This design comes from an exercise in tuning for small area and a short achievable clock period on the open sky130 flow, not from production work. Only simulation tests tie the RTL to the original design; equivalence was not proved. The clock port is modelled as an ideal driver, which makes a skipped or thinned clock tree look cheaper than it is; a real chip needs a root buffer or a tree. Power and IR drop assume default switching activity.

// simple_fixed_2
module simple_fixed_2
(
    input  logic         clk,
    input  logic         reset,
    input  logic [0:10]  op,
    input  logic [2:0]   format,
    input  logic [6:0]   rt_addr,
    input  logic [0:127] ra,
    input  logic [0:127] rb,
    input  logic [0:17]  imm,
    input  logic         reg_write,
    output logic [0:127] rt_wb,
    output logic [6:0]   rt_addr_wb,
    output logic         reg_write_wb
);
    localparam int S0 = 1;   
    logic ok0, ri_fmt, ri0, wide0;
    assign ri_fmt = op[5] ? (format == spu_pkg::FMT_RI7) : (format == spu_pkg::FMT_RR);
    assign ok0   = (op[0:4] == 5'b00001) && op[6] && op[7] && ri_fmt;
    assign ri0   = op[5];
    assign wide0 = !op[8];
    logic [4:0]  s_cl [4];
    logic [4:0]  s_cu [4];
    logic [15:0] s_hu [4];
    logic [15:0] s_hl [4];
    logic [1:0]  s_sg [4];
    for (genvar j = 0; j < 4; j++) begin : g_s
        logic [31:0] x, b;
        assign x = ra[32*j +: 32];
        assign b = rb[32*j +: 32];
        assign s_cl[j] = ri0 ? imm[13:17] : b[4:0];
  ...
==> module simple_fixed_2, before the edit <==
module simple_fixed_2
(
    input  logic         clk,
    input  logic         reset,
    input  logic [0:10]  op,
    input  logic [2:0]   format,
    input  logic [6:0]   rt_addr,
    input  logic [0:127] ra,
    input  logic [0:127] rb,
    input  logic [0:17]  imm,
    input  logic         reg_write,
    output logic [0:127] rt_wb,
    output logic [6:0]   rt_addr_wb,
    output logic         reg_write_wb
);
    localparam int S0 = 1;   
    logic ok0, ri_fmt, ri0, wide0;
    assign ri_fmt = op[5] ? (format == spu_pkg::FMT_RI7) : (format == spu_pkg::FMT_RR);
    assign ok0   = (op[0:4] == 5'b00001) && op[6] && op[7] && ri_fmt;
    assign ri0   = op[5];
    assign wide0 = !op[8];
    logic [4:0]  s_cl [4];
    logic [4:0]  s_cu [4];
    logic [15:0] s_hu [4];
    logic [15:0] s_hl [4];
    logic [1:0]  s_sg [4];
    for (genvar j = 0; j < 4; j++) begin : g_s
        logic [31:0] x, b;
        assign x = ra[32*j +: 32];
        assign b = rb[32*j +: 32];
        assign s_cl[j] = ri0 ? imm[13:17] : b[4:0];
        assign s_cu[j] = ri0 ? (wide0 ? {imm[12], imm[14:17]} : imm[13:17])
                             : (wide0 ? {b[5], b[3:0]} : b[20:16]);
        assign s_sg[j] = {x[31], wide0 ? x[31] : x[15]};
        sf2_shifter #(.LO(0), .HI(S0-1)) u_u (.x(x[31:16]), .amt(s_cu[j][3:0]), .y(s_hu[j]));
        sf2_shifter #(.LO(0), .HI(S0-1)) u_l (.x(x[15:0]),  .amt(s_cl[j][3:0]), .y(s_hl[j]));
    end
    logic         r1_ok, r1_we;
    logic [6:0]   r1_addr;
    logic         r1_wide;
    logic [1:0]   r1_kind;
    logic [15:0]  r1_hu [4];
    logic [15:0]  r1_hl [4];
    logic [4:0]   r1_cl [4];
    logic [4:0]   r1_cu [4];
    logic [1:0]   r1_sg [4];
    logic [3:0]   r1_cun [4];   
    logic [3:0]   r1_cln [4];
    always_ff @(posedge clk or negedge reset) begin
        if (!reset) begin
            r1_ok   <= 1'b0;
            r1_we   <= 1'b0;
            r1_addr <= '0;
        end else begin
            r1_ok   <= ok0;
            r1_we   <= reg_write;
            r1_addr <= rt_addr;
        end
    end
    always_ff @(posedge clk) begin
        r1_wide <= wide0;
        r1_kind <= op[9:10];
        for (int j = 0; j < 4; j++) begin
            r1_hu[j] <= s_hu[j];
            r1_hl[j] <= s_hl[j];
            r1_cl[j] <= s_cl[j];
            r1_cu[j] <= s_cu[j];
            r1_sg[j] <= s_sg[j];
            r1_cun[j] <= ~s_cu[j][3:0];
            r1_cln[j] <= ~s_cl[j][3:0];
        end
    end
    logic [0:127] a_rt;
    logic         shl, rot, arith;
    assign shl   = r1_kind == spu_pkg::SH_SHL_OP;
    assign rot   = r1_kind == spu_pkg::SH_ROT_OP;
    assign arith = r1_kind == spu_pkg::SH_ROTMA_OP;
    function automatic logic [15:0] therm(input logic [3:0] c);
        logic [15:0] t;
        t = 16'hFFFF;
        for (int l = 0; l < 4; l++)
            for (int k = 0; k < 16; k++)
                if (((k >> l) & 1) == 1)
                    t[k] = t[k] | !c[l];
                else
                    t[k] = t[k] & !c[l];
        therm = t;
    endfunction
    for (genvar j = 0; j < 4; j++) begin : g_a
        logic [15:0] hu, hl, ou, ol, gu, gl, t;
        logic [4:0]  cu, cl;
        logic        c5, zu, zl, zw, fu, fl;
        logic        au, bu, ccu, al, bl, ccl;
        sf2_rot2 #(.LO(S0), .HI(3)) u_u (.x(r1_hu[j]), .amt(r1_cu[j][3:0]), .amtn(r1_cun[j]), .y(hu));
        sf2_rot2 #(.LO(S0), .HI(3)) u_l (.x(r1_hl[j]), .amt(r1_cl[j][3:0]), .amtn(r1_cln[j]), .y(hl));
        assign cu = r1_cu[j];
        assign cl = r1_cl[j];
        assign c5 = r1_cu[j][4];   
        assign zu = cu == 5'd0;
        assign zl = cl == 5'd0;
        assign zw = zl && !c5;
        assign fu = arith && r1_sg[j][1];
        assign fl = arith && r1_sg[j][0];
        always_comb begin
            if (rot) begin
                au = 1'b1; bu = 1'b0; ccu = 1'b0;
                al = 1'b1; bl = 1'b0; ccl = 1'b0;
            end else if (r1_wide) begin
                au  = shl ? !c5 && !cl[4] : zw;
                bu  = shl && !c5 && cl[4];
                ccu = !shl && c5 && cl[4];
                al  = shl ? 1'b0 : zw || (c5 && cl[4]);
                bl  = shl && !c5 && !cl[4];
                ccl = !shl && c5;
            end else begin
                au  = !shl && zu;
                bu  = shl && !cu[4];
                ccu = !shl && cu[4];
                al  = !shl && zl;
                bl  = shl && !cl[4];
                ccl = !shl && cl[4];
            end
        end
        assign gu = therm(cu[3:0]);
        assign gl = therm(cl[3:0]);
        assign t  = r1_wide ? gl ^ {16{cl[4]}} : 16'hFFFF;
        for (genvar k = 0; k < 16; k++) begin : g_k
            logic ku, kl;
            assign ku = au || (gu[k] ? bu : ccu);
            assign kl = al || (gl[k] ? bl : ccl);
            assign ou[k] = ku ? (t[k] ? hu[k] : hl[k]) : fu;
            assign ol[k] = kl ? (t[k] ? hl[k] : hu[k]) : fl;
        end
        assign a_rt[32*j +: 32] = {ou, ol};
    end
    logic [0:127] r2_rtn, r3_rt;
    logic [6:0]   r2_addr, r3_addr;
    logic         r2_kill, r2_we, r3_we;
    always_ff @(posedge clk)
        r2_rtn <= ~a_rt;
    always_ff @(posedge clk or negedge reset) begin
        if (!reset) begin
            r2_kill <= 1'b1;
            r2_addr <= '0;
            r2_we   <= 1'b0;
            r3_rt   <= '0;
            r3_addr <= '0;
            r3_we   <= 1'b0;
        end else begin
            r2_kill <= !r1_ok;
            r2_addr <= r1_addr;
            r2_we   <= r1_ok & r1_we;
            r3_rt   <= ~(r2_rtn | {128{r2_kill}});
            r3_addr <= r2_addr;
            r3_we   <= r2_we;
        end
    end
    assign rt_wb        = r3_rt;
    assign rt_addr_wb   = r3_addr;
    assign reg_write_wb = r3_we;
endmodule
==> flow/config.mk <==
export PLATFORM = sky130hd
export DESIGN_NAME = simple_fixed_2
export DESIGN_NICKNAME = simple_fixed_2
export VERILOG_FILES = /design/flow/design.v
export SDC_FILE = /design/flow/constraint.sdc
export NUM_CORES = 4
export LEC_CHECK = 0
export CAP_MARGIN = 20
export CORE_MARGIN = 2
export CORE_UTILIZATION = 60
export SETUP_SLACK_MARGIN = 3.9
export SLEW_MARGIN = 20
==> flow/constraint.sdc <==
create_clock -name core_clock -period 6.0 [get_ports {clk}]
set_input_delay 1.2000 -clock core_clock [delete_from_list [all_inputs] [get_ports {clk}]]
set_output_delay 1.2000 -clock core_clock [all_outputs]
set_load 0.01 [all_outputs]
standard.sh (not shown) runs the stock make flow with config.mk's settings and CLKGATE_MAP_FILE= SYNTH_SCRIPT=/design/flow/synth_recipe.tcl, a recipe that flattens the netlist after the stock synthesis.
==> flow/flow/run.sh <==
#!/bin/bash
# Standard ORFS layout with plain buf_1 port buffers and a two-level clock
# tree built by flow/mycts.tcl in place of the flow's clock tree synthesis.
set -euo pipefail
bash standard.sh "BUFFER_PORTS_ARGS=-buffer_cell sky130_fd_sc_hd__buf_1" "PRE_CTS_TCL=$PWD/flow/mycts.tcl" finish > standard.log 2>&1
Other scripts of this flow, unchanged in this note and not shown: flow/flow/mycts.tcl
Change:
--- a/flow/design.v
+++ b/flow/design.v
@@ -58,35 +58,34 @@
     localparam int S0 = 1;   
     logic ok0, ri_fmt, ri0, wide0;
     assign ri_fmt = op[5] ? (format == spu_pkg::FMT_RI7) : (format == spu_pkg::FMT_RR);
     assign ok0   = (op[0:4] == 5'b00001) && op[6] && op[7] && ri_fmt;
     assign ri0   = op[5];
     assign wide0 = !op[8];
-    logic [4:0]  s_cl [4];
+    logic [5:0]  s_cl [4];
     logic [4:0]  s_cu [4];
     logic [15:0] s_hu [4];
     logic [15:0] s_hl [4];
     logic [1:0]  s_sg [4];
     for (genvar j = 0; j < 4; j++) begin : g_s
         logic [31:0] x, b;
         assign x = ra[32*j +: 32];
         assign b = rb[32*j +: 32];
-        assign s_cl[j] = ri0 ? imm[13:17] : b[4:0];
-        assign s_cu[j] = ri0 ? (wide0 ? {imm[12], imm[14:17]} : imm[13:17])
-                             : (wide0 ? {b[5], b[3:0]} : b[20:16]);
+        assign s_cl[j] = ri0 ? imm[12:17] : b[5:0];
+        assign s_cu[j] = ri0 ? imm[13:17] : (wide0 ? b[4:0] : b[20:16]);
         assign s_sg[j] = {x[31], wide0 ? x[31] : x[15]};
         sf2_shifter #(.LO(0), .HI(S0-1)) u_u (.x(x[31:16]), .amt(s_cu[j][3:0]), .y(s_hu[j]));
         sf2_shifter #(.LO(0), .HI(S0-1)) u_l (.x(x[15:0]),  .amt(s_cl[j][3:0]), .y(s_hl[j]));
     end
     logic         r1_ok, r1_we;
     logic [6:0]   r1_addr;
     logic         r1_wide;
     logic [1:0]   r1_kind;
     logic [15:0]  r1_hu [4];
     logic [15:0]  r1_hl [4];
-    logic [4:0]   r1_cl [4];
+    logic [5:0]   r1_cl [4];
     logic [4:0]   r1_cu [4];
     logic [1:0]   r1_sg [4];
     logic [3:0]   r1_cun [4];   
     logic [3:0]   r1_cln [4];
     always_ff @(posedge clk or negedge reset) begin
         if (!reset) begin
@@ -133,19 +132,19 @@
         logic [4:0]  cu, cl;
         logic        c5, zu, zl, zw, fu, fl;
         logic        au, bu, ccu, al, bl, ccl;
         sf2_rot2 #(.LO(S0), .HI(3)) u_u (.x(r1_hu[j]), .amt(r1_cu[j][3:0]), .amtn(r1_cun[j]), .y(hu));
         sf2_rot2 #(.LO(S0), .HI(3)) u_l (.x(r1_hl[j]), .amt(r1_cl[j][3:0]), .amtn(r1_cln[j]), .y(hl));
         assign cu = r1_cu[j];
-        assign cl = r1_cl[j];
-        assign c5 = r1_cu[j][4];   
+        assign cl = r1_cl[j][4:0];
+        assign c5 = r1_cl[j][5];
         assign zu = cu == 5'd0;
         assign zl = cl == 5'd0;
         assign zw = zl && !c5;
-        assign fu = arith && r1_sg[j][1];
-        assign fl = arith && r1_sg[j][0];
+        assign fu = r1_ok && arith && r1_sg[j][1];
+        assign fl = r1_ok && arith && r1_sg[j][0];
         always_comb begin
             if (rot) begin
                 au = 1'b1; bu = 1'b0; ccu = 1'b0;
                 al = 1'b1; bl = 1'b0; ccl = 1'b0;
             end else if (r1_wide) begin
                 au  = shl ? !c5 && !cl[4] : zw;
@@ -159,12 +158,14 @@
                 bu  = shl && !cu[4];
                 ccu = !shl && cu[4];
                 al  = !shl && zl;
                 bl  = shl && !cl[4];
                 ccl = !shl && cl[4];
             end
+            au = au && r1_ok; bu = bu && r1_ok; ccu = ccu && r1_ok;
+            al = al && r1_ok; bl = bl && r1_ok; ccl = ccl && r1_ok;
         end
         assign gu = therm(cu[3:0]);
         assign gl = therm(cl[3:0]);
         assign t  = r1_wide ? gl ^ {16{cl[4]}} : 16'hFFFF;
         for (genvar k = 0; k < 16; k++) begin : g_k
             logic ku, kl;
@@ -172,30 +173,28 @@
             assign kl = al || (gl[k] ? bl : ccl);
             assign ou[k] = ku ? (t[k] ? hu[k] : hl[k]) : fu;
             assign ol[k] = kl ? (t[k] ? hl[k] : hu[k]) : fl;
         end
         assign a_rt[32*j +: 32] = {ou, ol};
     end
-    logic [0:127] r2_rtn, r3_rt;
+    logic [0:127] r2_rt, r3_rt;
     logic [6:0]   r2_addr, r3_addr;
-    logic         r2_kill, r2_we, r3_we;
-    always_ff @(posedge clk)
-        r2_rtn <= ~a_rt;
+    logic         r2_we, r3_we;
     always_ff @(posedge clk or negedge reset) begin
         if (!reset) begin
-            r2_kill <= 1'b1;
+            r2_rt   <= '0;
             r2_addr <= '0;
             r2_we   <= 1'b0;
             r3_rt   <= '0;
             r3_addr <= '0;
             r3_we   <= 1'b0;
         end else begin
-            r2_kill <= !r1_ok;
+            r2_rt   <= a_rt;
             r2_addr <= r1_addr;
             r2_we   <= r1_ok & r1_we;
-            r3_rt   <= ~(r2_rtn | {128{r2_kill}});
+            r3_rt   <= r2_rt;
             r3_addr <= r2_addr;
             r3_we   <= r2_we;
         end
     end
     assign rt_wb        = r3_rt;
     assign rt_addr_wb   = r3_addr;
=> The new run finished with timing, DRC and antenna clean; die area is higher by 0.93%; design area is higher by 0.61%; via count is lower by 2.7%; setup slack is worse by 7.2 ps; power is lower by 7.3%; synthesized area is higher by 0.94%; global-route usage is lower by 0.51 points; sequential power is lower by about 4%; fmax is lower by 0.34%.
No run of this note takes its clock network from TritonCTS; it comes from the design's own scripts or RTL.

## what the ideal ports hide
Ports are ideal in the flow. The routed layouts listed here were re-timed in OpenROAD. Step 1: set_driving_cell puts a clkbuf_16 on clk and a buf_2 on each other input, an assumption about the parent block. Step 2 also shifts input and output timing later by t, the mid clock arrival at the registers, as if the neighbouring blocks saw the same clock. a / b / c = ideal / step 1 / step 2; a / b = the first two.
| run | shift t [ns] | setup WS [ns] | hold WS [ns] | worst setup path after step 2 | worst data-port slew with drivers (ns) |
|---|---|---|---|---|---|
| the first run | 0.474 | 3.864 / 3.737 / 3.376 | 0.354 / 0.354 / 0.354 | input to register | 0.17 |
| the second run | 0.476 | 3.857 / 3.736 / 3.318 | 0.351 / 0.351 / 0.351 | input to register | 0.21 |
After both steps every run listed still meets setup and hold. For the second run, which loses most, drivers alone change the setup slack by -0.121 ns; drivers and shift together by -0.539 ns.
